This is an optimization exercise on Yosys and OpenROAD, whose aim is small area, not a production implementation.
In this exercise RTL edits were held to simulation tests only and were not proved equivalent to the original.
Power is estimated from default activity; no workload was simulated.

[design/flow/design.v]
`default_nettype none
package qsfp_cfg_pkg;
   typedef logic [11:0] csr_addr_t;
   typedef logic [63:0] csr_data_t;
   typedef logic [7:0]  mod_byte_t;
   typedef logic [5:0]  byte_addr_t;
   typedef logic [2:0]  word_addr_t;
   typedef logic [15:0] i2c_cmd_t;
   localparam int SHADOW_BYTES = 64;
   localparam int SHADOW_WORDS = 8;
   localparam mod_byte_t QSFP_DEV_ADDR = 8'hA1;
endpackage
`default_nettype wire
`default_nettype none
package qsfp_csr_pkg;
   localparam logic [11:0] REG_ID      = 12'h000;
   localparam logic [11:0] REG_STATUS  = 12'h008;
   localparam logic [11:0] REG_CONFIG  = 12'h010;
   localparam logic [11:0] SHADOW_BASE = 12'h100;
   localparam logic [63:0] QSFP_FEATURE_ID = 64'h5153_4650_4354_0001;
   localparam int CFG_SOFTRST_MOD  = 0;
   localparam int CFG_SOFTRST_CTRL = 1;
   localparam int CFG_MODESEL      = 2;
   localparam int CFG_LPMODE       = 3;
   localparam int CFG_POLL_EN      = 4;
   localparam logic [63:0] CFG_RESET_VALUE = 64'h0;
   localparam int STS_MODPRSL   = 0;
   localparam int STS_INT_QSFP  = 1;
   localparam int STS_PAUSED    = 2;
   localparam int STS_CURR_ADDR = 8;
endpackage
`default_nettype wire
`timescale 1ns/1ps
`default_nettype none
module qsfp_poller (
   input  logic       clk,
   input  logic       rst_i,
   input  logic       poll_en_i,
   input  logic       rx_block_i,
   output logic       cmd_valid_o,
   output logic [15:0] cmd_data_o,
   input  logic       cmd_ready_i,
   input  logic       rx_valid_i,
   input  logic [7:0] rx_data_i,
   output logic       rx_ready_o,
   output logic       rx_take_o,
   output logic       wr_en_o,
   output logic [5:0] wr_addr_o,
   output logic [7:0] wr_data_o,
   input  logic       wr_done_i,
   output logic       paused_o,
   output logic [5:0] curr_addr_o
);
   typedef enum logic [1:0] {
      IDLE,
      SEND_CMD,
      WAIT_BYTE
   } poll_state_t;
   poll_state_t state;
   logic        restart;     
   logic [5:0]  curr_addr;
   logic        rx_take;
   logic [7:0]  hold_data;
   logic [5:0]  hold_addr;
   logic        hold_pend;
   assign rx_ready_o = (state == WAIT_BYTE) && !rx_block_i;
   assign rx_take    = rx_ready_o && rx_valid_i;
   assign rx_take_o  = rx_take;
   assign curr_addr = restart ? 6'd0 : hold_addr + 6'd1;
   always_ff @(posedge clk) begin
      if (rst_i) begin
         state   <= IDLE;
         restart <= 1'b1;
      end else begin
         case (state)
            IDLE:      if (poll_en_i) state <= SEND_CMD;
            SEND_CMD:  if (cmd_ready_i) state <= WAIT_BYTE;
            WAIT_BYTE: if (rx_take) state <= poll_en_i ? SEND_CMD : IDLE;
            default:   state <= IDLE;
         endcase
         if (rx_take)
            restart <= 1'b0;
      end
   end
   always_ff @(posedge clk) begin
      if (rx_take) begin
         hold_data <= rx_data_i;
         hold_addr <= curr_addr;
      end
      if (rx_take)
         hold_pend <= 1'b1;
      else if (wr_done_i)
         hold_pend <= 1'b0;
   end
   assign cmd_valid_o = (state == SEND_CMD);
   assign cmd_data_o  = {qsfp_cfg_pkg::QSFP_DEV_ADDR, 2'b00, curr_addr};
   assign wr_en_o     = hold_pend;
   assign wr_addr_o   = hold_addr;
   assign wr_data_o   = hold_data;
   assign paused_o    = (state == IDLE);
   assign curr_addr_o = curr_addr;
endmodule
`default_nettype wire
`timescale 1ns/1ps
`default_nettype none
module qsfp_shadow_ram (
   input  logic       clk,
   input  logic       wr_en_i,
   input  logic [5:0] wr_addr_i,
   input  logic [7:0] wr_data_i,
   output logic       wr_done_o,
   output logic [4:0]  slot_o,
   output logic [15:0] slot_data_o
);
   logic [511:0] ring;    
   logic [4:0]   phase;   
   logic [15:0]  merged;
   assign wr_done_o = wr_en_i && (phase == wr_addr_i[5:1]);
   always_comb begin
      merged = ring[15:0];
      if (wr_done_o) begin
         if (wr_addr_i[0])
            merged[15:8] = wr_data_i;
         else
            merged[7:0] = wr_data_i;
      end
   end
   always_ff @(posedge clk) begin
      phase <= phase + 5'd1;
      ring  <= {merged, ring[511:16]};
   end
   assign slot_o      = phase;
   assign slot_data_o = merged;
endmodule
`default_nettype wire
`timescale 1ns/1ps
`default_nettype none
module qsfp_csr_regs (
   input  logic       clk,
   input  logic       rst_i,
   input  logic       wr_en_i,
   input  logic [63:0] wr_data_i,
   output logic [63:0] cfg_o,
   output logic       modesel_o,
   output logic       lpmode_o,
   output logic       softreset_qsfpm_o,
   output logic       softreset_ctrl_o,
   output logic       poll_en_o
);
   logic [63:0] cfg_q;
   always_ff @(posedge clk) begin
      if (rst_i)
         cfg_q <= qsfp_csr_pkg::CFG_RESET_VALUE;
      else if (wr_en_i)
         cfg_q <= wr_data_i;
   end
   assign cfg_o             = cfg_q;
   assign softreset_qsfpm_o = cfg_q[qsfp_csr_pkg::CFG_SOFTRST_MOD];
   assign softreset_ctrl_o  = cfg_q[qsfp_csr_pkg::CFG_SOFTRST_CTRL];
   assign modesel_o         = cfg_q[qsfp_csr_pkg::CFG_MODESEL];
   assign lpmode_o          = cfg_q[qsfp_csr_pkg::CFG_LPMODE];
   assign poll_en_o         = cfg_q[qsfp_csr_pkg::CFG_POLL_EN];
endmodule
`default_nettype wire
`timescale 1ns/1ps
`default_nettype none
module qsfp_csr_decoder (
   input  logic       clk,
   input  logic       rst_i,
   input  logic       csr_req_valid_i,
   output logic       csr_req_ready_o,
   input  logic       csr_write_i,
   input  logic [11:0] csr_addr_i,
   output logic       csr_rsp_valid_o,
   input  logic       csr_rsp_ready_i,
   output logic [63:0] csr_rdata_o,
   output logic       cfg_wr_en_o,
   input  logic [63:0] cfg_i,
   input  logic       modprsl_i,
   input  logic       int_qsfp_i,
   input  logic       paused_i,
   input  logic [5:0] curr_addr_i,
   input  logic       rx_take_i,
   output logic       rx_block_o,
   input  logic [4:0]  slot_i,
   input  logic [15:0] slot_data_i
);
   logic        is_id;
   logic        is_sts;
   logic        is_cfg;
   logic        is_shadow;
   logic        req_take;
   logic        rd_take;
   logic        shadow_rd;
   logic        rsp_valid_q;
   logic        shadow_wait_q;
   logic [4:0]  timer_q;
   logic [2:0]  word_q;
   logic        sel_id_q;
   logic        sel_cfg_q;
   logic        sel_sts_q;
   logic        sel_sh_q;
   logic [63:0] rdata_q;
   logic [63:0] rd_mask;
   assign is_id     = (csr_addr_i[11:3] == qsfp_csr_pkg::REG_ID[11:3]);
   assign is_sts    = (csr_addr_i[11:3] == qsfp_csr_pkg::REG_STATUS[11:3]);
   assign is_cfg    = (csr_addr_i[11:3] == qsfp_csr_pkg::REG_CONFIG[11:3]);
   assign is_shadow = (csr_addr_i[11:6] == qsfp_csr_pkg::SHADOW_BASE[11:6]);
   assign csr_req_ready_o = !(rsp_valid_q || shadow_wait_q);
   assign req_take        = csr_req_valid_i && csr_req_ready_o;
   assign rd_take         = req_take && !csr_write_i;
   assign shadow_rd       = rd_take && is_shadow;
   assign cfg_wr_en_o     = req_take && csr_write_i && is_cfg;
   always_ff @(posedge clk) begin
      if (shadow_rd || rx_take_i)
         timer_q <= 5'd31;
      else if (timer_q != 5'd0)
         timer_q <= timer_q - 5'd1;
   end
   assign rx_block_o = (timer_q != 5'd0);
   always_ff @(posedge clk) begin
      if (rst_i) begin
         rsp_valid_q   <= 1'b0;
         shadow_wait_q <= 1'b0;
      end else if (shadow_rd) begin
         shadow_wait_q <= 1'b1;
      end else if (req_take) begin
         rsp_valid_q <= 1'b1;
      end else if (shadow_wait_q) begin
         if (timer_q == 5'd0) begin
            shadow_wait_q <= 1'b0;
            rsp_valid_q   <= 1'b1;
         end
      end else if (rsp_valid_q && csr_rsp_ready_i) begin
         rsp_valid_q <= 1'b0;
      end
   end
   always_ff @(posedge clk) begin
      if (req_take) begin
         sel_id_q  <= rd_take && is_id;
         sel_cfg_q <= rd_take && is_cfg;
         sel_sts_q <= rd_take && is_sts;
         sel_sh_q  <= shadow_rd;
         word_q    <= csr_addr_i[5:3];
      end
   end
   always_ff @(posedge clk) begin
      if (rd_take && is_sts) begin
         rdata_q[qsfp_csr_pkg::STS_MODPRSL]     <= modprsl_i;
         rdata_q[qsfp_csr_pkg::STS_INT_QSFP]    <= int_qsfp_i;
         rdata_q[qsfp_csr_pkg::STS_PAUSED]      <= paused_i;
         rdata_q[qsfp_csr_pkg::STS_CURR_ADDR +: 6] <= curr_addr_i;
      end
      for (int k = 0; k < 4; k++)
         if (shadow_wait_q && slot_i == {word_q, 2'(k)})
            rdata_q[16*k +: 16] <= slot_data_i;
   end
   always_comb begin
      rd_mask = {64{sel_sh_q}};
      rd_mask[qsfp_csr_pkg::STS_MODPRSL]     = sel_sh_q || sel_sts_q;
      rd_mask[qsfp_csr_pkg::STS_INT_QSFP]    = sel_sh_q || sel_sts_q;
      rd_mask[qsfp_csr_pkg::STS_PAUSED]      = sel_sh_q || sel_sts_q;
      rd_mask[qsfp_csr_pkg::STS_CURR_ADDR +: 6] = {6{sel_sh_q || sel_sts_q}};
   end
   assign csr_rsp_valid_o = rsp_valid_q;
   assign csr_rdata_o     = (rdata_q & rd_mask) |
                            (cfg_i & {64{sel_cfg_q}}) |
                            (qsfp_csr_pkg::QSFP_FEATURE_ID & {64{sel_id_q}});
endmodule
`default_nettype wire
`timescale 1ns/1ps
`default_nettype none
module qsfp_ctrl_top (
   input  logic      clk,
   input  logic      rst_i,
   input  logic      csr_req_valid_i,
   output logic      csr_req_ready_o,
   input  logic      csr_write_i,
   input  logic [11:0] csr_addr_i,
   input  logic [63:0] csr_wdata_i,
   output logic      csr_rsp_valid_o,
   input  logic      csr_rsp_ready_i,
   output logic [63:0] csr_rdata_o,
   output logic      cmd_valid_o,
   output logic [15:0]  cmd_data_o,
   input  logic      cmd_ready_i,
   input  logic      rx_valid_i,
   input  logic [7:0] rx_data_i,
   output logic      rx_ready_o,
   input  logic      modprsl_i,
   input  logic      int_qsfp_i,
   output logic      modesel_o,
   output logic      lpmode_o,
   output logic      softreset_qsfpm_o
);
   logic        ctrl_rst;
   logic        softreset_ctrl;
   logic        poll_en;
   logic        paused;
   logic [5:0]  curr_addr;
   logic        rx_take;
   logic        rx_block;
   logic        sh_wr_en;
   logic [5:0]  sh_wr_addr;
   logic [7:0]  sh_wr_data;
   logic        sh_wr_done;
   logic [4:0]  sh_slot;
   logic [15:0] sh_slot_data;
   logic        cfg_wr_en;
   logic [63:0] cfg;
   assign ctrl_rst = rst_i || softreset_ctrl;
   qsfp_poller u_poller (
      .clk         (clk),
      .rst_i       (ctrl_rst),
      .poll_en_i   (poll_en),
      .rx_block_i  (rx_block),
      .cmd_valid_o (cmd_valid_o),
      .cmd_data_o  (cmd_data_o),
      .cmd_ready_i (cmd_ready_i),
      .rx_valid_i  (rx_valid_i),
      .rx_data_i   (rx_data_i),
      .rx_ready_o  (rx_ready_o),
      .rx_take_o   (rx_take),
      .wr_en_o     (sh_wr_en),
      .wr_addr_o   (sh_wr_addr),
      .wr_data_o   (sh_wr_data),
      .wr_done_i   (sh_wr_done),
      .paused_o    (paused),
      .curr_addr_o (curr_addr)
   );
   qsfp_shadow_ram u_shadow_ram (
      .clk         (clk),
      .wr_en_i     (sh_wr_en),
      .wr_addr_i   (sh_wr_addr),
      .wr_data_i   (sh_wr_data),
      .wr_done_o   (sh_wr_done),
      .slot_o      (sh_slot),
      .slot_data_o (sh_slot_data)
   );
   qsfp_csr_decoder u_decoder (
      .clk             (clk),
      .rst_i           (rst_i),
      .csr_req_valid_i (csr_req_valid_i),
      .csr_req_ready_o (csr_req_ready_o),
      .csr_write_i     (csr_write_i),
      .csr_addr_i      (csr_addr_i),
      .csr_rsp_valid_o (csr_rsp_valid_o),
      .csr_rsp_ready_i (csr_rsp_ready_i),
      .csr_rdata_o     (csr_rdata_o),
      .cfg_wr_en_o     (cfg_wr_en),
      .cfg_i           (cfg),
      .modprsl_i       (modprsl_i),
      .int_qsfp_i      (int_qsfp_i),
      .paused_i        (paused),
      .curr_addr_i     (curr_addr),
      .rx_take_i       (rx_take),
      .rx_block_o      (rx_block),
      .slot_i          (sh_slot),
      .slot_data_i     (sh_slot_data)
   );
   qsfp_csr_regs u_regs (
      .clk               (clk),
      .rst_i             (rst_i),
      .wr_en_i           (cfg_wr_en),
      .wr_data_i         (csr_wdata_i),
      .cfg_o             (cfg),
      .modesel_o         (modesel_o),
      .lpmode_o          (lpmode_o),
      .softreset_qsfpm_o (softreset_qsfpm_o),
      .softreset_ctrl_o  (softreset_ctrl),
      .poll_en_o         (poll_en)
   );
endmodule
`default_nettype wire
[design/flow/flow/run.sh]
#!/bin/bash
# The standard layout (standard.sh), with two settings changed:
#  - ports are buffered with sky130_fd_sc_hd__buf_1, the smallest buffer,
#    instead of the cell buffer_ports picks by default;
#  - the clock tree uses clkbuf_4 buffers over clusters of up to 10 sinks,
#    without dummy loads.
# make's whole output goes to standard_make.log here; each ORFS step keeps
# its own log under orfs/logs.
set -euo pipefail
bash standard.sh \
  "BUFFER_PORTS_ARGS=-buffer_cell sky130_fd_sc_hd__buf_1" \
  "CTS_ARGS=-sink_clustering_enable -repair_clock_nets -dont_use_dummy_load -buf_list sky130_fd_sc_hd__clkbuf_4 -sink_clustering_size 10 -sink_clustering_max_diameter 50" \
  finish > standard_make.log 2>&1
[design/flow/standard.sh]
#!/bin/bash
# synth_recipe.tcl (not shown) runs the flow's synth.tcl, then flattens the netlist and writes it again
# the make line also repeats each setting of config.mk as NAME=value (left out here)
make -C /OpenROAD-flow-scripts/flow DESIGN_CONFIG=/design/flow/config.mk WORK_HOME=/design/flow/orfs CLKGATE_MAP_FILE= SYNTH_SCRIPT=/design/flow/synth_recipe.tcl "${@:-finish}"
[design/flow/config.mk]
export PLATFORM = sky130hd
export DESIGN_NAME = qsfp_ctrl_top
export DESIGN_NICKNAME = qsfp_ctrl_top
export VERILOG_FILES = /design/flow/design.v
export SDC_FILE = /design/flow/constraint.sdc
export NUM_CORES = 4
export LEC_CHECK = 0
export CAP_MARGIN = 20
export CORE_MARGIN = 2
export CORE_UTILIZATION = 40
export SLEW_MARGIN = 20
[design/flow/constraint.sdc]
create_clock -name core_clock -period 10.0 [get_ports {clk}]
set_input_delay 2.0000 -clock core_clock [delete_from_list [all_inputs] [get_ports {clk}]]
set_output_delay 2.0000 -clock core_clock [all_outputs]
set_load 0.01 [all_outputs]
==> flow_metrics.py, run 1 <==
metrics = {
    "status": {
        "status": "complete, no violations",
    },
    "clock_network": {
        "cts_buffers": 79,
        "clockBufferDepth": 3,
        "cts_setup_buffers": 0,
        "root_buffer": "clkbuf_4",
        "clock_latency_ns": 0.70,
        "clk_pin_slew_ns": 0.10,
        "cts_tree": "yes",
        "ctsHtreeMaxLevel": 3,
        "hold_buffers": 0,
        "cts_resized": 0,
        "cts_num_sinks": 677,
    },
    "sta": {
        "grt_setup_unrepaired": "false",
        "min_period_over_period_pct": 44.74,
        "skew_ns": 0.08530,
        "post-route-min-period_ns": 4.474,
        "maxSlewHeadroom_pct": 31.42,
        "hold_viol_final": 0,
        "maxSlewViolCount": 0,
        "fmax_ghz": 0.2235,
        "tightest_slew_ns": 1.029,
        "final.setup.tns_ns": 0,
        "report.final.setup_viol": 0,
    },
    "worst_setup_path": {
        "crit_fanout": 8,
        "crit_arrival_ns": 2.47,
        "critPathKind": "reg2out",
        "worstSetupEndpointType": "output pin",
        "crit_path_start_kind": "flop",
        "crit_required_ns": 8.00,
    },
    "synthesis": {
        "ys_ff_latch": 677,
        "netlist_area_um2": 17390,
        "synthFlopType": "dfxtp_1",
        "synthCells": 1161,
        "synth_most_common_cell": "dfxtp_1",
        "synth_top_cell_area_share_pct": 68.14,
        "synthTopCellsByCount": "592 x dfxtp_1, 85 x edfxtp_1, 75 x o21ai_0, 73 x nand3_1, 67 x a21oi_1",
        "yosys.area.top_type": "dfxtp_1",
        "synth_edf_count": 85,
        "async_flop_share_pct": 0,
        "avgSynthCellArea_um2": 14.98,
        "synth-seq-area-share_pct": 82.82,
        "synth-warning-count": 4,
        "ys_types": 45,
        "synth_area_leaders": "dfxtp_1 68%, edfxtp_1 15%, a22o_1 2.3%, o21ai_0 2.2%, nand3_1 2.1%",
    },
    "global_routing": {
        "grt_first_pass_wirelength_um": 49250,
        "grtUsageTotal_pct": 14.54,
        "grt_pass1_vias": 8781,
        "grt_max_degree": 69,
        "antenna_found_initial": 6,
        "grt_overflow": 0,
    },
    "detailed_routing": {
        "vias": 9213,
        "postRouteAntennaNets": 0,
        "avgViaCountPerCell": 4.732,
        "first_pass_iters": 5,
        "remaining_drc_errors": 0,
        "routedWlPerCell_um": 16.94,
        "wl_um": 32990,
        "drt-initial-drc-count": 628,
    },
    "finish": {
        "areaGrowthSynthToFinish_pct": 9.907,
        "final_cell_area_um2": 19110,
        "nets": 1459,
        "drive_gt1_share_pct": 8.174,
    },
    "floorplanning": {
        "pin_count": 180,
        "die_w_um": 212.5,
        "die_height_um": 212.5,
        "die_area_um2": 45160,
        "start_util_pct": 40.46,
        "core_um2": 42980,
        "rows": 76,
    },
    "pwr": {
        "finalPower_mw": 3.999,
        "powerDensity_nw_per_um2": 209.2,
        "p_leak_nw": 6.955,
        "vdd_drop_max_uv": 83.50,
    },
    "placed_design": {
        "placed_area_um2": 18510,
        "port_buffers": 166,
        "detailed_place_hpwl_um": 20460,
        "gp_congestion": 0.8048,
    },
    "run": {
        "max-cap-violations": 0,
    },
    "min_path": {
        "hold_class": "reg2reg",
    },
}
==> sequential cells by signal, summed over array words and instances, names as in the netlist, 2 cells and up <==
| signal | cells |
|---|---|
| u_decoder.timer_q | 5 |
| u_shadow_ram.phase | 5 |
| u_poller.hold_addr | 6 |
| u_regs.cfg_q | 64 |
| u_decoder.rdata_q | 64 |
| u_decoder.word_q | 3 |
| u_poller.hold_data | 8 |
| u_shadow_ram.ring | 512 |
| u_poller.state | 2 |
==> stage by stage <==
step	setup WS [ns]	cells	utilization, %	hold WS (ns)
after floorplan	6.337	1169	-	0.3096
after global placement	5.770	1864	43.07	0.3104
after detailed placement	5.748	1864	43.07	0.3121
after CTS	5.424	1943	44.45	0.2651
after global routing	5.289	1945	44.46	0.2654
final	5.526	1947	44.47	0.2664
==> final timing paths <==
check | startpoint | to | slack (ns) | depth (start not counted)
max | u_decoder.timer_q[0]$_SDFFE_PP1N_ | rx_ready_o | 5.53 | 5
min reg2reg | u_shadow_ram.ring[510]$_DFF_P_ | u_shadow_ram.ring[494]$_DFF_P_ | 0.27 | 0
max reg2reg | u_decoder.timer_q[0]$_SDFFE_PP1N_ | u_poller.state[1]$_SDFFE_PP0P_ | 7.23 | 6
min | u_shadow_ram.ring[510]$_DFF_P_ | u_shadow_ram.ring[494]$_DFF_P_ | 0.27 | 0
==> per-layer routing <==
layer,track usage (%),wire length (um),share of wire (%),vias up
met2,22.56,14690,45,310
met5,0,0,0,-
met3,3.648,2171,6.6,61
met4,5.739,790,2.4,0
li1,-,-,-,4386
met1,19.58,15340,46,4456
==> cells in the final DEF (no fill, tap or decap), types with 2 or more instances in the layout <==
| master | n |
|---|---|
| a21oi_1 | 67 |
| a221o_1 | 19 |
| a22o_1 | 45 |
| a31oi_1 | 4 |
| and2_1 | 4 |
| and3_1 | 2 |
| and3b_1 | 2 |
| and4b_1 | 2 |
| buf_1 | 165 |
| buf_4 | 9 |
| clkbuf_4 | 79 |
| conb_1 | 10 |
| dfxtp_1 | 592 |
| diode_2 | 4 |
| edfxtp_1 | 85 |
| ha_1 | 6 |
| inv_1 | 7 |
| mux2_2 | 13 |
| nand2_1 | 22 |
| nand3_1 | 72 |
| nand3b_1 | 2 |
| nand4_1 | 8 |
| nor2_1 | 14 |
| nor2b_1 | 4 |
| nor3_1 | 4 |
| o211ai_1 | 5 |
| o21ai_0 | 75 |
| or2_2 | 2 |
| or3_1 | 4 |
| xnor2_1 | 12 |
| xor2_1 | 5 |
==> worst max-delay path, stage by stage, from the launching register on <==
cell	delay (ns)
dfxtp_1	0.32
inv_1	0.08
ha_1	0.22
nor4b_2	0.76
and3b_1	0.25
buf_1	0.16
==> layout make-up <==
class                      instances  area (um^2)
antenna                            4        10.01
sequential                       677        14400
inverter                           7        26.28
timing repair buffer             175        691.9
multi-input combinational        420         2658
clock buffer                      79        593.1
tap                              585        732.0
fill                            3916        23870
==> logic make-up after synthesis <==
logic type,synth area share (%)
flip-flops,82.82
AO/OA/AOI/OAI,8.043
adder cells (fa/ha/maj),0.4316
AND/OR/NAND/NOR,4.806
buffers and inverters,2.158
other,0.04318
multiplexers,0.8417
XOR/XNOR,0.8561
==> power breakdown <==
| part | switching, mW | total [mW] | internal (mW) |
|---|---|---|---|
| logic | 0.0676 | 0.114 | 0.0466 |
| registers | 0.0114 | 2.77 | 2.76 |
| clock network | 0.752 | 1.12 | 0.366 |
| total | 0.831 | 4.00 | 3.17 |
==> inputs of run 2 (changes only) <==
--- a/design/flow/design.v
+++ b/design/flow/design.v
@@ -148,13 +148,24 @@
    output logic       poll_en_o
 );
    logic [63:0] cfg_q;
+   logic        cfg_clr_q;    
    always_ff @(posedge clk) begin
       if (rst_i)
-         cfg_q <= qsfp_csr_pkg::CFG_RESET_VALUE;
+         cfg_q[4:0] <= qsfp_csr_pkg::CFG_RESET_VALUE[4:0];
       else if (wr_en_i)
-         cfg_q <= wr_data_i;
+         cfg_q[4:0] <= wr_data_i[4:0];
    end
-   assign cfg_o             = cfg_q;
+   always_ff @(posedge clk) begin
+      if (wr_en_i)
+         cfg_q[63:5] <= wr_data_i[63:5];
+   end
+   always_ff @(posedge clk) begin
+      if (rst_i)
+         cfg_clr_q <= 1'b1;
+      else if (wr_en_i)
+         cfg_clr_q <= 1'b0;
+   end
+   assign cfg_o             = {cfg_q[63:5] & {59{!cfg_clr_q}}, cfg_q[4:0]};
    assign softreset_qsfpm_o = cfg_q[qsfp_csr_pkg::CFG_SOFTRST_MOD];
    assign softreset_ctrl_o  = cfg_q[qsfp_csr_pkg::CFG_SOFTRST_CTRL];
    assign modesel_o         = cfg_q[qsfp_csr_pkg::CFG_MODESEL];
==> run 2 against run 1 <==
  * Die area decreased by 2.1%
  * Routed wire length fell by 15%
  * Sequential share of layout area increased by 4.4 points
  * Global-route usage down 1.7 points
  * Synthesized cell count shrank 17%
  * Worst hold slack improved by 0.031 ns
  * Clock skew decreased by 0.014 ns
  * Combinational power shrank 7%
  * Critical path depth fell by 1
  * Critical path type unchanged
  * Largest power group unchanged
==> flow_metrics.py, run 2 <==
metrics = {
    "detailed_routing": {
        "vias": 7733,
        "postRouteAntennaNets": 0,
        "routedWlPerCell_um": 16.16,
        "wl_um": 27900,
        "drt-initial-drc-count": 429,
        "first_pass_iters": 4,
        "avgViaCountPerCell": 4.478,
        "remaining_drc_errors": 0,
    },
    "finish": {
        "nets": 1287,
        "final_core_util_pct": 44.90,
        "final_cell_area_um2": 18830,
        "largest_reg_flops": 512,
        "drive_gt1_share_pct": 9.451,
        "most-common-layout-cells": "534 x dfxtp_1, 166 x buf_1, 144 x edfxtp_1",
        "fin_cells": 1727,
        "areaGrowthSynthToFinish_pct": 10.67,
        "mostFrequentLayoutCell": "dfxtp_1",
        "reg_top3": "u_shadow_ram.ring: 512 flops, u_decoder.rdata_q: 64 flops, u_regs.cfg_q: 64 flops",
        "largest-register": "u_shadow_ram.ring",
    },
    "synthesis": {
        "synth_edf_count": 144,
        "synthTopCellsByCount": "534 x dfxtp_1, 144 x edfxtp_1, 45 x a22o_1, 19 x a221o_1, 18 x clkbuf_1",
        "netlist_area_um2": 17020,
        "synth_top_cell_area_share_pct": 62.81,
        "ys_types": 48,
        "synth-warning-count": 4,
        "synth_most_common_cell": "dfxtp_1",
        "avgSynthCellArea_um2": 17.73,
        "ys_ff_latch": 678,
        "synthCells": 960,
        "yosys.area.top_type": "dfxtp_1",
        "synth_area_leaders": "dfxtp_1 63%, edfxtp_1 25%, a22o_1 2.3%, a221o_1 1.1%, mux2_2 0.99%",
        "synthFlopType": "dfxtp_1",
        "async_flop_share_pct": 0,
        "synth-seq-area-share_pct": 88.22,
    },
    "clock_network": {
        "clockBufferDepth": 3,
        "ctsHtreeMaxLevel": 3,
        "hold_buffers": 0,
        "cts_num_sinks": 678,
        "cts_resized": 0,
        "cts_tree": "yes",
        "root_buffer": "clkbuf_4",
        "clock_latency_ns": 0.71,
        "cts_setup_buffers": 0,
        "cts_buffers": 78,
        "clk_pin_slew_ns": 0.10,
    },
    "global_routing": {
        "grt_max_degree": 60,
        "grt_pass1_vias": 7738,
        "grt_first_pass_wirelength_um": 42900,
        "antenna_found_initial": 7,
        "grt_overflow": 0,
        "grtUsageTotal_pct": 12.83,
    },
    "worst_setup_path": {
        "crit_start": "u_decoder.sel_cfg_q$_DFFE_PN_",
        "crit_fanout": 59,
        "r2r_slack_ns": 7.30,
        "r2r-start": "u_decoder.shadow_wait_q$_SDFFE_PP0P_",
        "crit_arrival_ns": 2.40,
        "ff2ff_path_depth": 4,
        "worstSetupEndpointType": "output pin",
        "timing.rr.end": "u_regs.cfg_q[35]$_DFFE_PP_",
        "crit_required_ns": 8.00,
        "cp-endpoint": "csr_rdata_o[25]",
        "crit_path_start_kind": "flop",
        "critPathKind": "reg2out",
    },
    "status": {
        "status": "complete, no violations",
    },
    "pwr": {
        "vdd_drop_max_uv": 122.5,
        "seqPwrFrac_pct": 69.8,
        "combinationalPowerShare_pct": 2.6,
        "powerDensity_nw_per_um2": 213.7,
        "power_switching_share_pct": 20.35,
        "p_int_mw": 3.206,
        "p_switching_mw": 0.8192,
        "p_leak_nw": 6.910,
        "finalPower_mw": 4.025,
        "pwr-share-clk_pct": 27.5,
    },
    "floorplanning": {
        "core_um2": 41950,
        "start_util_pct": 40.57,
        "die_area_um2": 44210,
        "rows": 75,
        "die_w_um": 210.3,
        "pin_count": 180,
        "die_height_um": 210.3,
    },
    "sta": {
        "tightest_slew_ns": 1.004,
        "report.final.setup_viol": 0,
        "holdWs_ns": 0.2975,
        "fmax_ghz": 0.2272,
        "maxSlewHeadroom_pct": 33.04,
        "skew_ns": 0.07145,
        "hold_viol_final": 0,
        "maxSlewViolCount": 0,
        "layout_setup_ws_ns": 5.598,
        "final.setup.tns_ns": 0,
        "grt_setup_unrepaired": "false",
        "min_period_over_period_pct": 44.02,
        "post-route-min-period_ns": 4.402,
    },
    "run": {
        "max-cap-violations": 0,
    },
    "min_path": {
        "hold_path_depth": 0,
        "hold_class": "reg2reg",
    },
    "placed_design": {
        "placed_area_um2": 18240,
        "dpl.cell_count": 1646,
        "pre_cts_slack_ns": 5.557,
        "port_buffers": 166,
        "gp_congestion": 0.7955,
        "detailed_place_hpwl_um": 17840,
    },
}
-- run 2: cell types whose count changed in the layout (fill, tap and decap cells not counted), sizes merged, moves of 4 or more --
cell / delta
dfxtp: -58
edfxtp: +59
a21oi: -61
nand2: -6
nand3: -62
mux2i: +7
o21ai: -68
inv: +5
and2: +4
-- run 2: power groups by stage --
stage	clock network [mW]	logic [mW]	registers, mW
3_3_place_gp	0	0.103	2.87
3_5_place_dp	0	0.107	2.87
5_1_grt	1.29	0.119	2.81
6_report	1.11	0.106	2.81
2_1_floorplan	0	0.0700	2.87
4_1_cts	1.17	0.108	2.81
-- run 2: cell type report --
cell class	count	area, um^2
sequential	678	15010
timing repair buffer	173	675.6
antenna	3	7.507
fill	3716	23110
clock buffer	78	585.6
tap	539	674.4
multi-input combinational	244	1832
inverter	12	45.04
-- run 2: per-layer routing --
| layer | GRT usage (%) | vias to the layer above | wire length, um |
|---|---|---|---|
| li1 | - | 3737 | - |
| met1 | 17.84 | 3680 | 13480 |
| met2 | 19.17 | 259 | 11980 |
| met3 | 3.680 | 55 | 1848 |
| met4 | 4.671 | 2 | 591 |
| met5 | 0 | - | 12 |
-- run 2: how the worst min path moves through the flow --
stage,from,endpoint,slack (ns)
detailed placement,u_shadow_ram.ring[175]$_DFF_P_,u_shadow_ram.ring[159]$_DFF_P_,0.31
CTS,u_shadow_ram.ring[343]$_DFF_P_,u_shadow_ram.ring[327]$_DFF_P_,0.30
floorplan,u_shadow_ram.ring[16]$_DFF_P_,u_shadow_ram.ring[0]$_DFF_P_,0.31
global placement,u_shadow_ram.ring[256]$_DFF_P_,u_shadow_ram.ring[240]$_DFF_P_,0.31
global route,u_shadow_ram.ring[371]$_DFF_P_,u_shadow_ram.ring[355]$_DFF_P_,0.31
finish,u_shadow_ram.ring[343]$_DFF_P_,u_shadow_ram.ring[327]$_DFF_P_,0.30
-- run 2: logic make-up after synthesis --
family          after synthesis  share of synthesized area [%]
fa+ha+maj                     7                         0.5146
xor+xnor                     15                         0.7719
buf+inv                      46                          1.294
flops                       678                          88.22
other cells                   2                        0.04413
mux                          22                          1.404
compound gates               95                          4.646
simple gates                 95                          3.103
-- run 2: critical path, stage by stage, from the launching register on --
cell and delay [ns]:
edfxtp_1 0.51, nor2b_4 0.19, buf_4 0.51, a221o_1 0.35, buf_1 0.17
==> inputs of run 3 (changes only) <==
--- a/design/flow/design.v
+++ b/design/flow/design.v
@@ -109,12 +109,19 @@
    input  logic [5:0] wr_addr_i,
    input  logic [7:0] wr_data_i,
    output logic       wr_done_o,
-   output logic [4:0]  slot_o,
-   output logic [15:0] slot_data_o
+   input  logic       frz_req_i,
+   input  logic [2:0] frz_word_i,
+   input  logic       hold_i,
+   output logic       frz_take_o,
+   output logic [63:0] frz_data_o
 );
-   logic [511:0] ring;    
-   logic [4:0]   phase;   
+   logic [511:0] ring;      
+   logic [4:0]   phase;     
+   logic         frz_q;     
+   logic [2:0]   frz_w_q;
    logic [15:0]  merged;
+   logic         release_now;
+   logic         frz_next;
    assign wr_done_o = wr_en_i && (phase == wr_addr_i[5:1]);
    always_comb begin
       merged = ring[15:0];
@@ -125,12 +132,23 @@
             merged[7:0] = wr_data_i;
       end
    end
+   assign frz_take_o  = !frz_q && frz_req_i && (phase == {frz_word_i + 3'd1, 2'b00});
+   assign release_now = frz_q && !hold_i && (phase == {frz_w_q + 3'd1, 2'b00});
+   assign frz_next    = frz_take_o || (frz_q && !release_now);
    always_ff @(posedge clk) begin
-      phase <= phase + 5'd1;
-      ring  <= {merged, ring[511:16]};
+      frz_q <= frz_next;
+      if (frz_take_o)
+         frz_w_q <= frz_word_i;
+      if (frz_q && !release_now && phase == {frz_w_q, 2'b11} - 5'd4)
+         phase <= {frz_w_q + 3'd1, 2'b00};
+      else
+         phase <= phase + 5'd1;
+      ring[431:0]   <= ring[447:16];
+      ring[447:432] <= frz_next ? merged : ring[463:448];
+      if (!frz_next)
+         ring[511:448] <= {merged, ring[511:464]};
    end
-   assign slot_o      = phase;
-   assign slot_data_o = merged;
+   assign frz_data_o = ring[511:448];
 endmodule
 `default_nettype wire
 `timescale 1ns/1ps
@@ -193,8 +211,11 @@
    input  logic [5:0] curr_addr_i,
    input  logic       rx_take_i,
    output logic       rx_block_o,
-   input  logic [4:0]  slot_i,
-   input  logic [15:0] slot_data_i
+   output logic       frz_req_o,
+   output logic [2:0] frz_word_o,
+   output logic       hold_o,
+   input  logic       frz_take_i,
+   input  logic [63:0] frz_data_i
 );
    logic        is_id;
    logic        is_sts;
@@ -203,16 +224,17 @@
    logic        req_take;
    logic        rd_take;
    logic        shadow_rd;
+   logic        rsp_take;
    logic        rsp_valid_q;
    logic        shadow_wait_q;
-   logic [4:0]  timer_q;
+   logic        frozen_q;      
+   logic [5:0]  timer_q;
    logic [2:0]  word_q;
    logic        sel_id_q;
    logic        sel_cfg_q;
    logic        sel_sts_q;
    logic        sel_sh_q;
-   logic [63:0] rdata_q;
-   logic [63:0] rd_mask;
+   logic [8:0]  sts_q;
    assign is_id     = (csr_addr_i[11:3] == qsfp_csr_pkg::REG_ID[11:3]);
    assign is_sts    = (csr_addr_i[11:3] == qsfp_csr_pkg::REG_STATUS[11:3]);
    assign is_cfg    = (csr_addr_i[11:3] == qsfp_csr_pkg::REG_CONFIG[11:3]);
@@ -221,14 +243,17 @@
    assign req_take        = csr_req_valid_i && csr_req_ready_o;
    assign rd_take         = req_take && !csr_write_i;
    assign shadow_rd       = rd_take && is_shadow;
+   assign rsp_take        = rsp_valid_q && csr_rsp_ready_i;
    assign cfg_wr_en_o     = req_take && csr_write_i && is_cfg;
    always_ff @(posedge clk) begin
-      if (shadow_rd || rx_take_i)
-         timer_q <= 5'd31;
-      else if (timer_q != 5'd0)
-         timer_q <= timer_q - 5'd1;
+      if (rx_take_i)
+         timer_q <= 6'd63;
+      else if (shadow_rd)
+         timer_q <= 6'd61;
+      else if (timer_q != 6'd0)
+         timer_q <= timer_q - 6'd1;
    end
-   assign rx_block_o = (timer_q != 5'd0);
+   assign rx_block_o = (timer_q != 6'd0) || shadow_wait_q || (rsp_valid_q && sel_sh_q);
    always_ff @(posedge clk) begin
       if (rst_i) begin
          rsp_valid_q   <= 1'b0;
@@ -238,14 +263,25 @@
       end else if (req_take) begin
          rsp_valid_q <= 1'b1;
       end else if (shadow_wait_q) begin
-         if (timer_q == 5'd0) begin
+         if (timer_q == 6'd0) begin
             shadow_wait_q <= 1'b0;
             rsp_valid_q   <= 1'b1;
          end
-      end else if (rsp_valid_q && csr_rsp_ready_i) begin
+      end else if (rsp_take) begin
          rsp_valid_q <= 1'b0;
       end
    end
+   assign frz_req_o  = shadow_wait_q && !frozen_q && (timer_q <= 6'd58);
+   assign frz_word_o = word_q;
+   assign hold_o     = frozen_q;
+   always_ff @(posedge clk) begin
+      if (rst_i)
+         frozen_q <= 1'b0;
+      else if (frz_take_i)
+         frozen_q <= 1'b1;
+      else if (rsp_take)
+         frozen_q <= 1'b0;
+   end
    always_ff @(posedge clk) begin
       if (req_take) begin
          sel_id_q  <= rd_take && is_id;
@@ -254,27 +290,20 @@
          sel_sh_q  <= shadow_rd;
          word_q    <= csr_addr_i[5:3];
       end
+      if (rd_take && is_sts)
+         sts_q <= {curr_addr_i, paused_i, int_qsfp_i, modprsl_i};
    end
-   always_ff @(posedge clk) begin
-      if (rd_take && is_sts) begin
-         rdata_q[qsfp_csr_pkg::STS_MODPRSL]     <= modprsl_i;
-         rdata_q[qsfp_csr_pkg::STS_INT_QSFP]    <= int_qsfp_i;
-         rdata_q[qsfp_csr_pkg::STS_PAUSED]      <= paused_i;
-         rdata_q[qsfp_csr_pkg::STS_CURR_ADDR +: 6] <= curr_addr_i;
-      end
-      for (int k = 0; k < 4; k++)
-         if (shadow_wait_q && slot_i == {word_q, 2'(k)})
-            rdata_q[16*k +: 16] <= slot_data_i;
-   end
+   logic [63:0] sts_word;
    always_comb begin
-      rd_mask = {64{sel_sh_q}};
-      rd_mask[qsfp_csr_pkg::STS_MODPRSL]     = sel_sh_q || sel_sts_q;
-      rd_mask[qsfp_csr_pkg::STS_INT_QSFP]    = sel_sh_q || sel_sts_q;
-      rd_mask[qsfp_csr_pkg::STS_PAUSED]      = sel_sh_q || sel_sts_q;
-      rd_mask[qsfp_csr_pkg::STS_CURR_ADDR +: 6] = {6{sel_sh_q || sel_sts_q}};
+      sts_word = '0;
+      sts_word[qsfp_csr_pkg::STS_MODPRSL]       = sts_q[0];
+      sts_word[qsfp_csr_pkg::STS_INT_QSFP]      = sts_q[1];
+      sts_word[qsfp_csr_pkg::STS_PAUSED]        = sts_q[2];
+      sts_word[qsfp_csr_pkg::STS_CURR_ADDR +: 6] = sts_q[8:3];
    end
    assign csr_rsp_valid_o = rsp_valid_q;
-   assign csr_rdata_o     = (rdata_q & rd_mask) |
+   assign csr_rdata_o     = (frz_data_i & {64{sel_sh_q}}) |
+                            (sts_word & {64{sel_sts_q}}) |
                             (cfg_i & {64{sel_cfg_q}}) |
                             (qsfp_csr_pkg::QSFP_FEATURE_ID & {64{sel_id_q}});
 endmodule
@@ -315,8 +344,11 @@
    logic [5:0]  sh_wr_addr;
    logic [7:0]  sh_wr_data;
    logic        sh_wr_done;
-   logic [4:0]  sh_slot;
-   logic [15:0] sh_slot_data;
+   logic        sh_frz_req;
+   logic [2:0]  sh_frz_word;
+   logic        sh_hold;
+   logic        sh_frz_take;
+   logic [63:0] sh_frz_data;
    logic        cfg_wr_en;
    logic [63:0] cfg;
    assign ctrl_rst = rst_i || softreset_ctrl;
@@ -345,8 +377,11 @@
       .wr_addr_i   (sh_wr_addr),
       .wr_data_i   (sh_wr_data),
       .wr_done_o   (sh_wr_done),
-      .slot_o      (sh_slot),
-      .slot_data_o (sh_slot_data)
+      .frz_req_i   (sh_frz_req),
+      .frz_word_i  (sh_frz_word),
+      .hold_i      (sh_hold),
+      .frz_take_o  (sh_frz_take),
+      .frz_data_o  (sh_frz_data)
    );
    qsfp_csr_decoder u_decoder (
       .clk             (clk),
@@ -366,8 +401,11 @@
       .curr_addr_i     (curr_addr),
       .rx_take_i       (rx_take),
       .rx_block_o      (rx_block),
-      .slot_i          (sh_slot),
-      .slot_data_i     (sh_slot_data)
+      .frz_req_o       (sh_frz_req),
+      .frz_word_o      (sh_frz_word),
+      .hold_o          (sh_hold),
+      .frz_take_i      (sh_frz_take),
+      .frz_data_i      (sh_frz_data)
    );
    qsfp_csr_regs u_regs (
       .clk               (clk),
==> run 3 against run 2 <==
  * Register-to-register slack worse by 0.34 ns
  * Sequential share of layout area is 2.2 points lower
  * Clock skew fell by 0.013 ns
  * Routed wire length up 2.9%
  * Critical path type unchanged
==> flow_metrics.py, run 3 <==
metrics = {
    "synthesis": {
        "synthCells": 988,
        "ys_ff_latch": 629,
        "synth_most_common_cell": "dfxtp_1",
        "netlist_area_um2": 16540,
        "synth_edf_count": 156,
        "synth-seq-area-share_pct": 85.55,
        "synthTopCellsByCount": "473 x dfxtp_1, 156 x edfxtp_1, 37 x a22o_1, 29 x o21ai_0, 27 x nand2_1",
        "synth_top_cell_area_share_pct": 57.23,
        "synth-warning-count": 4,
        "synth_area_leaders": "dfxtp_1 57%, edfxtp_1 28%, a22o_1 2.0%, a221o_1 1.1%, o21ai_0 0.88%",
        "synthFlopType": "dfxtp_1",
        "yosys.area.top_type": "dfxtp_1",
        "async_flop_share_pct": 0,
        "ys_types": 49,
        "avgSynthCellArea_um2": 16.75,
    },
    "floorplanning": {
        "rows": 74,
        "pin_count": 180,
        "die_w_um": 207.4,
        "die_area_um2": 43000,
        "core_um2": 40830,
        "die_height_um": 207.4,
        "start_util_pct": 40.52,
    },
    "global_routing": {
        "grtUsageTotal_pct": 13.49,
        "grt_max_degree": 66,
        "grt_overflow": 0,
        "grt_first_pass_wirelength_um": 45040,
        "antenna_found_initial": 1,
        "grt_pass1_vias": 8013,
    },
    "detailed_routing": {
        "remaining_drc_errors": 0,
        "first_pass_iters": 6,
        "wl_um": 28700,
        "drt-initial-drc-count": 602,
        "vias": 8103,
        "routedWlPerCell_um": 16.56,
        "avgViaCountPerCell": 4.676,
        "postRouteAntennaNets": 0,
    },
    "pwr": {
        "seqPwrFrac_pct": 69.3,
        "p_int_mw": 3.008,
        "vdd_drop_max_uv": 108.9,
        "pwr-share-clk_pct": 27.8,
        "p_switching_mw": 0.7895,
        "p_leak_nw": 6.913,
        "finalPower_mw": 3.798,
        "combinationalPowerShare_pct": 2.9,
        "power_switching_share_pct": 20.79,
        "powerDensity_nw_per_um2": 207.9,
    },
    "placed_design": {
        "dpl.cell_count": 1657,
        "detailed_place_hpwl_um": 19020,
        "port_buffers": 166,
        "gp_congestion": 0.8537,
    },
    "sta": {
        "fmax_ghz": 0.2251,
        "min_period_over_period_pct": 44.42,
        "skew_ns": 0.05801,
        "maxSlewHeadroom_pct": 45.00,
        "grt_setup_unrepaired": "false",
        "hold_viol_final": 0,
        "report.final.setup_viol": 0,
        "post-route-min-period_ns": 4.442,
        "maxSlewViolCount": 0,
        "final.setup.tns_ns": 0,
        "tightest_slew_ns": 0.8233,
    },
    "worst_setup_path": {
        "crit_fanout": 59,
        "worstSetupEndpointType": "output pin",
        "crit_path_start_kind": "flop",
        "crit_required_ns": 8.00,
        "critPathMaxStageDelay_ns": 0.51,
        "path_cells": "nor2b_4 -> buf_4 -> a222oi_1 -> inv_1 -> buf_1",
        "crit_arrival_ns": 2.44,
        "critPathKind": "reg2out",
        "cp_slowest_cell": "buf_4",
    },
    "finish": {
        "areaGrowthSynthToFinish_pct": 10.40,
        "most-common-layout-cells": "473 x dfxtp_1, 166 x buf_1, 156 x edfxtp_1",
        "largest-register": "u_shadow_ram.ring",
        "mostFrequentLayoutCell": "dfxtp_1",
        "reg_top3": "u_shadow_ram.ring: 512 flops, u_regs.cfg_q: 64 flops, u_decoder.sts_q: 9 flops",
        "fillCellCount": 3597,
        "nets": 1303,
        "fin_cells": 1733,
        "drive_gt1_share_pct": 7.667,
        "multiInputGateArea_um2": 2130,
        "largest_reg_flops": 512,
        "seqCellArea_um2": 14150,
    },
    "clock_network": {
        "root_buffer": "clkbuf_4",
        "cts_num_sinks": 629,
        "clock_latency_ns": 0.72,
        "cts_setup_buffers": 0,
        "cts_buffers": 75,
        "cts_resized": 0,
        "clockBufferDepth": 3,
        "clk_pin_slew_ns": 0.09,
        "cts_tree": "yes",
        "ctsHtreeMaxLevel": 3,
        "hold_buffers": 0,
    },
    "min_path": {
        "hold_class": "reg2reg",
    },
    "run": {
        "max-cap-violations": 0,
    },
    "status": {
        "status": "complete, no violations",
    },
}
[run 3: cell types whose count changed in the layout (fill, tap and decap cells not counted), sizes merged, moves of 8 or more]
cell and delta:
a211oi +16, a222oi +8, a22o -8, a31oi +16
dfxtp -61, edfxtp +12, inv +8, mux2 -13
nand2 +11, nand3 +12, o21ai +22
[run 3: critical path, delay by kind of cell, from the launching register on]
kind | cells | cell delay [ns]
flip-flops | 1 | 0.49
AND/OR/NAND/NOR | 1 | 0.19
AO/OA/AOI/OAI | 1 | 0.23
buffers and inverters | 3 | 0.85
[run 3: cell families (layout without fill, tap and decap cells)]
logic type / Yosys count / count (layout) / share of synthesized area, %
other cells: 2 / 11 / 0.04539
fa+ha+maj: 8 / 8 / 0.6050
compound gates: 147 / 147 / 6.678
xor+xnor: 24 / 24 / 1.444
mux: 4 / 4 / 0.2571
simple gates: 110 / 110 / 3.569
buf+inv: 64 / 268 / 1.853
flops: 629 / 629 / 85.55
[run 3: power groups by stage]
| stage | clock [mW] | sequential (mW) | combinational, mW |
|---|---|---|---|
| 3_5_place_dp | 0 | 2.69 | 0.109 |
| 6_report | 1.05 | 2.63 | 0.110 |
| 5_1_grt | 1.22 | 2.64 | 0.123 |
| 4_1_cts | 1.12 | 2.63 | 0.110 |
| 2_1_floorplan | 0 | 2.68 | 0.0747 |
| 3_3_place_gp | 0 | 2.69 | 0.105 |
[run 3: path summary, 6_finish.rpt]
path	startpoint	to	slack, ns	cells past startpoint
worst min-delay path	u_shadow_ram.ring[36]$_DFF_P_	u_shadow_ram.ring[20]$_DFF_P_	0.27	0
worst max-delay path	u_decoder.sel_cfg_q$_DFFE_PN_	csr_rdata_o[10]	5.56	5
worst max register to register	u_shadow_ram.frz_w_q[0]$_DFFE_PP_	u_shadow_ram.ring[489]$_DFFE_PN_	6.96	8
worst min register to register	u_shadow_ram.ring[36]$_DFF_P_	u_shadow_ram.ring[20]$_DFF_P_	0.27	0
[run 3: layout make-up]
type	instances	area share (%)
inverters	20	0.4110
repair buffers	173	3.699
clock buffers	75	3.083
well taps	532	3.644
multi-input cells	303	11.66
diodes	1	0.01370
flip-flops and latches	629	77.49
[run 3: per-layer routing]
metal / vias up / global-route usage (%) / wire length, um
met3: 68 / 3.722 / 1985
met1: 3859 / 18.45 / 13280
met4: 0 / 6.404 / 916
met5: - / 0 / 0
met2: 300 / 19.93 / 12520
li1: 3876 / - / -
[run 3: metrics by stage]
| step | setup WS [ns] | hold WS, ns | area, um^2 | util [%] |
|---|---|---|---|---|
| detailed placement | 5.691 | 0.3121 | 17700 | 43.35 |
| global route | 5.360 | 0.2742 | 18270 | 44.73 |
| floorplan | 3.983 | 0.3096 | 16570 | - |
| finish | 5.558 | 0.2734 | 18270 | 44.73 |
| global placement | 5.711 | 0.3097 | 17700 | 43.35 |
| CTS | 5.482 | 0.2736 | 18260 | 44.73 |
==> inputs of run 4 (changes only) <==
--- a/design/flow/design.v
+++ b/design/flow/design.v
@@ -44,10 +44,8 @@
    input  logic [7:0] rx_data_i,
    output logic       rx_ready_o,
    output logic       rx_take_o,
-   output logic       wr_en_o,
    output logic [5:0] wr_addr_o,
    output logic [7:0] wr_data_o,
-   input  logic       wr_done_i,
    output logic       paused_o,
    output logic [5:0] curr_addr_o
 );
@@ -62,7 +60,6 @@
    logic        rx_take;
    logic [7:0]  hold_data;
    logic [5:0]  hold_addr;
-   logic        hold_pend;
    assign rx_ready_o = (state == WAIT_BYTE) && !rx_block_i;
    assign rx_take    = rx_ready_o && rx_valid_i;
    assign rx_take_o  = rx_take;
@@ -87,17 +84,12 @@
          hold_data <= rx_data_i;
          hold_addr <= curr_addr;
       end
-      if (rx_take)
-         hold_pend <= 1'b1;
-      else if (wr_done_i)
-         hold_pend <= 1'b0;
    end
    assign cmd_valid_o = (state == SEND_CMD);
    assign cmd_data_o  = {qsfp_cfg_pkg::QSFP_DEV_ADDR, 2'b00, curr_addr};
-   assign wr_en_o     = hold_pend;
    assign wr_addr_o   = hold_addr;
    assign wr_data_o   = hold_data;
-   assign paused_o    = (state == IDLE);
+   assign paused_o    = (state == IDLE) && !poll_en_i;
    assign curr_addr_o = curr_addr;
 endmodule
 `default_nettype wire
@@ -105,10 +97,8 @@
 `default_nettype none
 module qsfp_shadow_ram (
    input  logic       clk,
-   input  logic       wr_en_i,
    input  logic [5:0] wr_addr_i,
    input  logic [7:0] wr_data_i,
-   output logic       wr_done_o,
    input  logic       frz_req_i,
    input  logic [2:0] frz_word_i,
    input  logic       hold_i,
@@ -119,13 +109,14 @@
    logic [4:0]   phase;     
    logic         frz_q;     
    logic [2:0]   frz_w_q;
+   logic         wr_hit;
    logic [15:0]  merged;
    logic         release_now;
    logic         frz_next;
-   assign wr_done_o = wr_en_i && (phase == wr_addr_i[5:1]);
+   assign wr_hit = (phase == wr_addr_i[5:1]);
    always_comb begin
       merged = ring[15:0];
-      if (wr_done_o) begin
+      if (wr_hit) begin
          if (wr_addr_i[0])
             merged[15:8] = wr_data_i;
          else
@@ -234,7 +225,7 @@
    logic        sel_cfg_q;
    logic        sel_sts_q;
    logic        sel_sh_q;
-   logic [8:0]  sts_q;
+   logic [1:0]  pins_q;
    assign is_id     = (csr_addr_i[11:3] == qsfp_csr_pkg::REG_ID[11:3]);
    assign is_sts    = (csr_addr_i[11:3] == qsfp_csr_pkg::REG_STATUS[11:3]);
    assign is_cfg    = (csr_addr_i[11:3] == qsfp_csr_pkg::REG_CONFIG[11:3]);
@@ -253,7 +244,8 @@
       else if (timer_q != 6'd0)
          timer_q <= timer_q - 6'd1;
    end
-   assign rx_block_o = (timer_q != 6'd0) || shadow_wait_q || (rsp_valid_q && sel_sh_q);
+   assign rx_block_o = (timer_q != 6'd0) || shadow_wait_q ||
+                       (rsp_valid_q && (sel_sh_q || sel_sts_q));
    always_ff @(posedge clk) begin
       if (rst_i) begin
          rsp_valid_q   <= 1'b0;
@@ -291,15 +283,15 @@
          word_q    <= csr_addr_i[5:3];
       end
       if (rd_take && is_sts)
-         sts_q <= {curr_addr_i, paused_i, int_qsfp_i, modprsl_i};
+         pins_q <= {int_qsfp_i, modprsl_i};
    end
    logic [63:0] sts_word;
    always_comb begin
       sts_word = '0;
-      sts_word[qsfp_csr_pkg::STS_MODPRSL]       = sts_q[0];
-      sts_word[qsfp_csr_pkg::STS_INT_QSFP]      = sts_q[1];
-      sts_word[qsfp_csr_pkg::STS_PAUSED]        = sts_q[2];
-      sts_word[qsfp_csr_pkg::STS_CURR_ADDR +: 6] = sts_q[8:3];
+      sts_word[qsfp_csr_pkg::STS_MODPRSL]       = pins_q[0];
+      sts_word[qsfp_csr_pkg::STS_INT_QSFP]      = pins_q[1];
+      sts_word[qsfp_csr_pkg::STS_PAUSED]        = paused_i;
+      sts_word[qsfp_csr_pkg::STS_CURR_ADDR +: 6] = curr_addr_i;
    end
    assign csr_rsp_valid_o = rsp_valid_q;
    assign csr_rdata_o     = (frz_data_i & {64{sel_sh_q}}) |
@@ -340,10 +332,8 @@
    logic [5:0]  curr_addr;
    logic        rx_take;
    logic        rx_block;
-   logic        sh_wr_en;
    logic [5:0]  sh_wr_addr;
    logic [7:0]  sh_wr_data;
-   logic        sh_wr_done;
    logic        sh_frz_req;
    logic [2:0]  sh_frz_word;
    logic        sh_hold;
@@ -364,19 +354,15 @@
       .rx_data_i   (rx_data_i),
       .rx_ready_o  (rx_ready_o),
       .rx_take_o   (rx_take),
-      .wr_en_o     (sh_wr_en),
       .wr_addr_o   (sh_wr_addr),
       .wr_data_o   (sh_wr_data),
-      .wr_done_i   (sh_wr_done),
       .paused_o    (paused),
       .curr_addr_o (curr_addr)
    );
    qsfp_shadow_ram u_shadow_ram (
       .clk         (clk),
-      .wr_en_i     (sh_wr_en),
       .wr_addr_i   (sh_wr_addr),
       .wr_data_i   (sh_wr_data),
-      .wr_done_o   (sh_wr_done),
       .frz_req_i   (sh_frz_req),
       .frz_word_i  (sh_frz_word),
       .hold_i      (sh_hold),
==> run 4 against run 3 <==
  * Sequential share of layout area fell by 0.56 points
  * Synthesized area fell by 0.96%
  * Clock skew fell by 0.012 ns
  * Sequential power barely moved
  * Combinational power barely moved
  * Count of clock-buffer cells in the layout fell by 2
  * Cell count fell by 0.35%
  * Largest cell class unchanged
==> flow_metrics.py, run 4 <==
metrics = {
    "status": {
        "status": "complete, no violations",
    },
    "global_routing": {
        "antenna_found_initial": 3,
        "grtUsageTotal_pct": 13.54,
        "grt_max_degree": 60,
        "grt_overflow": 0,
        "grt_pass1_vias": 7992,
        "grt_first_pass_wirelength_um": 43440,
    },
    "placed_design": {
        "gp_congestion": 0.8456,
        "port_buffers": 166,
        "detailed_place_hpwl_um": 18660,
    },
    "synthesis": {
        "ys_ff_latch": 621,
        "synth-seq-area-share_pct": 84.97,
        "synthFlopType": "dfxtp_1",
        "netlist_area_um2": 16390,
        "synth_top_cell_area_share_pct": 57.67,
        "synthMuxAreaShare_pct": 0.2596,
        "synth_edf_count": 149,
        "synth-warning-count": 4,
        "synth_most_common_cell": "dfxtp_1",
        "synthCells": 981,
        "synthTopCellsByCount": "472 x dfxtp_1, 149 x edfxtp_1, 40 x a22o_1, 31 x nand3_1, 31 x o21ai_0",
        "avgSynthCellArea_um2": 16.70,
        "synth_compound_area_share_pct": 7.078,
        "synth_top_family_by_area": "compound AO/OA/AOI/OAI gates",
        "synth_area_leaders": "dfxtp_1 58%, edfxtp_1 27%, a22o_1 2.1%, a221o_1 1.2%, nand3_1 0.95%",
        "ys_types": 48,
        "yosys.area_share.simple_pct": 3.612,
        "async_flop_share_pct": 0,
        "yosys.area.top_type": "dfxtp_1",
        "synth_xor_area_share_pct": 1.573,
        "synth_fa_ha_area_share_pct": 0.6109,
    },
    "clock_network": {
        "ctsHtreeMaxLevel": 3,
        "cts_tree": "yes",
        "clockBufferDepth": 3,
        "clk_pin_slew_ns": 0.11,
        "root_buffer": "clkbuf_4",
        "hold_buffers": 0,
        "cts_resized": 0,
        "cts_num_sinks": 621,
        "cts_buffers": 73,
        "cts_setup_buffers": 0,
        "clock_latency_ns": 0.72,
    },
    "detailed_routing": {
        "routedWlPerCell_um": 16.25,
        "wl_um": 28070,
        "remaining_drc_errors": 0,
        "postRouteAntennaNets": 0,
        "vias": 8052,
        "drt-initial-drc-count": 568,
        "avgViaCountPerCell": 4.662,
        "first_pass_iters": 5,
    },
    "finish": {
        "mostFrequentLayoutCell": "dfxtp_1",
        "most-common-layout-cells": "472 x dfxtp_1, 166 x buf_1, 149 x edfxtp_1",
        "reg_top3": "u_shadow_ram.ring: 512 flops, u_regs.cfg_q: 64 flops, u_poller.hold_data: 8 flops",
        "areaGrowthSynthToFinish_pct": 10.46,
        "nets": 1295,
        "largest_reg_flops": 512,
        "seqCellArea_um2": 13920,
        "multiInputGateArea_um2": 2216,
        "largest-register": "u_shadow_ram.ring",
        "drive_gt1_share_pct": 8.138,
        "fillCellCount": 3619,
    },
    "worst_setup_path": {
        "cp.buffers_inverters": 2,
        "cp_slowest_cell": "buf_4",
        "critPathKind": "reg2out",
        "critPathMaxStageDelay_ns": 0.50,
        "crit_arrival_ns": 2.55,
        "crit_path_start_kind": "flop",
        "path_delay_family": "buffers and inverters",
        "path_cells": "nor2b_4 -> buf_4 -> a22o_1 -> buf_1",
        "worstSetupEndpointType": "output pin",
        "crit_fanout": 51,
        "crit_required_ns": 8.00,
    },
    "sta": {
        "grt_setup_unrepaired": "false",
        "tightest_slew_ns": 0.8978,
        "maxSlewHeadroom_pct": 40.15,
        "hold_viol_final": 0,
        "skew_ns": 0.04647,
        "min_period_over_period_pct": 45.53,
        "report.final.setup_viol": 0,
        "final.setup.tns_ns": 0,
        "maxSlewViolCount": 0,
        "post-route-min-period_ns": 4.553,
        "fmax_ghz": 0.2196,
    },
    "pwr": {
        "p_switching_mw": 0.7872,
        "finalPower_mw": 3.786,
        "p_leak_nw": 6.900,
        "pwr-share-clk_pct": 27.3,
        "vdd_drop_max_uv": 127.4,
        "powerDensity_nw_per_um2": 209.2,
        "power_switching_share_pct": 20.79,
        "p_int_mw": 2.999,
        "seqPwrFrac_pct": 69.8,
        "combinationalPowerShare_pct": 2.9,
    },
    "floorplanning": {
        "rows": 74,
        "die_height_um": 206.4,
        "pin_count": 180,
        "die_area_um2": 42600,
        "start_util_pct": 40.31,
        "die_w_um": 206.4,
        "core_um2": 40650,
    },
    "run": {
        "max-cap-violations": 0,
    },
    "min_path": {
        "hold_class": "reg2reg",
    },
}
## run 4: cell types whose count changed in the layout (fill, tap and decap cells not counted), sizes merged, moves of 3 or more
cell / before / now
inv: 20 / 15
or3: 1 / 5
nand3: 23 / 31
nand4: 9 / 1
edfxtp: 156 / 149
nor3b: 0 / 3
a22o: 37 / 40
and2: 7 / 3
a222oi: 8 / 4
## run 4: power groups by stage
stage	registers, mW	clock network [mW]	logic, mW
global route	2.65	1.19	0.124
global placement	2.70	0	0.104
finish	2.64	1.03	0.110
CTS	2.64	1.09	0.110
detailed placement	2.70	0	0.109
floorplan	2.69	0	0.0755
## run 4: cells by family (layout without fill, tap and decap cells)
family | Yosys count | in the layout
buffers and inverters | 59 | 262
multiplexers | 4 | 4
flip-flops | 621 | 621
AND/OR/NAND/NOR | 111 | 111
AO/OA/AOI/OAI | 150 | 150
adder cells (fa/ha/maj) | 8 | 8
other | 2 | 13
XOR/XNOR | 26 | 26
## run 4: area by class of cell
cell class / count / share of cell area (%)
inverters: 15 / 0.3111
diodes: 3 / 0.04148
multi-input cells: 309 / 12.24
repair buffers: 174 / 3.774
clock buffers: 73 / 3.028
well taps: 532 / 3.678
flip-flops and latches: 621 / 76.93
## run 4: worst paths after layout
check	start	end	slack (ns)	depth (start not counted)
setup / recovery	u_decoder.sel_cfg_q$_DFFE_PN_	csr_rdata_o[28]	5.45	4
hold / removal	u_shadow_ram.ring[269]$_DFF_P_	u_shadow_ram.ring[253]$_DFF_P_	0.29	0
setup reg to reg	u_shadow_ram.phase[4]$_DFF_P_	u_shadow_ram.ring[472]$_DFFE_PN_	6.53	6
hold reg to reg	u_shadow_ram.ring[269]$_DFF_P_	u_shadow_ram.ring[253]$_DFF_P_	0.29	0
## run 4: metrics by stage
step | worst slack, ns | cells | hold slack [ns] | util, % | cell area [um^2]
3_5_place_dp | 5.956 | 1651 | 0.3121 | 43.16 | 17540
4_1_cts | 5.393 | 1724 | 0.2941 | 44.51 | 18090
5_1_grt | 5.264 | 1726 | 0.2749 | 44.52 | 18100
2_1_floorplan | 3.890 | 989 | 0.3096 | - | 16420
3_3_place_gp | 5.978 | 1651 | 0.3096 | 43.15 | 17540
6_report | 5.447 | 1727 | 0.2924 | 44.53 | 18100
## run 4: metal layers
| metal | track usage [%] | wire length (um) | vias to the layer above |
|---|---|---|---|
| met5 | 0 | 13 | - |
| met4 | 5.536 | 584 | 2 |
| met3 | 3.769 | 1904 | 53 |
| met2 | 20.82 | 12620 | 268 |
| met1 | 18.05 | 12940 | 3881 |
| li1 | - | - | 3848 |
## run 4: worst reg2reg max path, cell delays in order, from the launching register on
cell     delay [ns]
dfxtp_1        0.50
xor3_1         0.48
o41a_1         0.74
a21o_1         0.29
buf_4          0.22
inv_2          0.23
buf_4          0.60

==> static timing again, ports no longer ideal <==
The results above use ideal ports. As a check the final layouts listed here were re-extracted and re-timed, cells and wires unchanged. Step 1: set_driving_cell puts a clkbuf_16 on clk and a buf_2 on each other input, an assumption about the parent block. Step 2, shift: input delay + t, output delay - t, t = (earliest + latest rising clock arrival at the registers) / 2. This alone moves slack from input paths to output paths. Three values: ideal, step 1, step 2; two values: the first two.
run	t, ns	setup WS [ns]	cell pins on the clock port's net
run 1	0.716	5.526 / 5.476 / 5.746	1
run 2	0.718	5.598 / 5.551 / 5.585	1
run 3	0.726	5.558 / 5.511 / 5.675	1
run 4	0.742	5.447 / 5.403 / 5.956	1
After both steps every run listed still meets setup and hold. For run 2, which loses most, drivers alone change the setup slack by -0.047 ns; drivers and shift together by -0.013 ns.
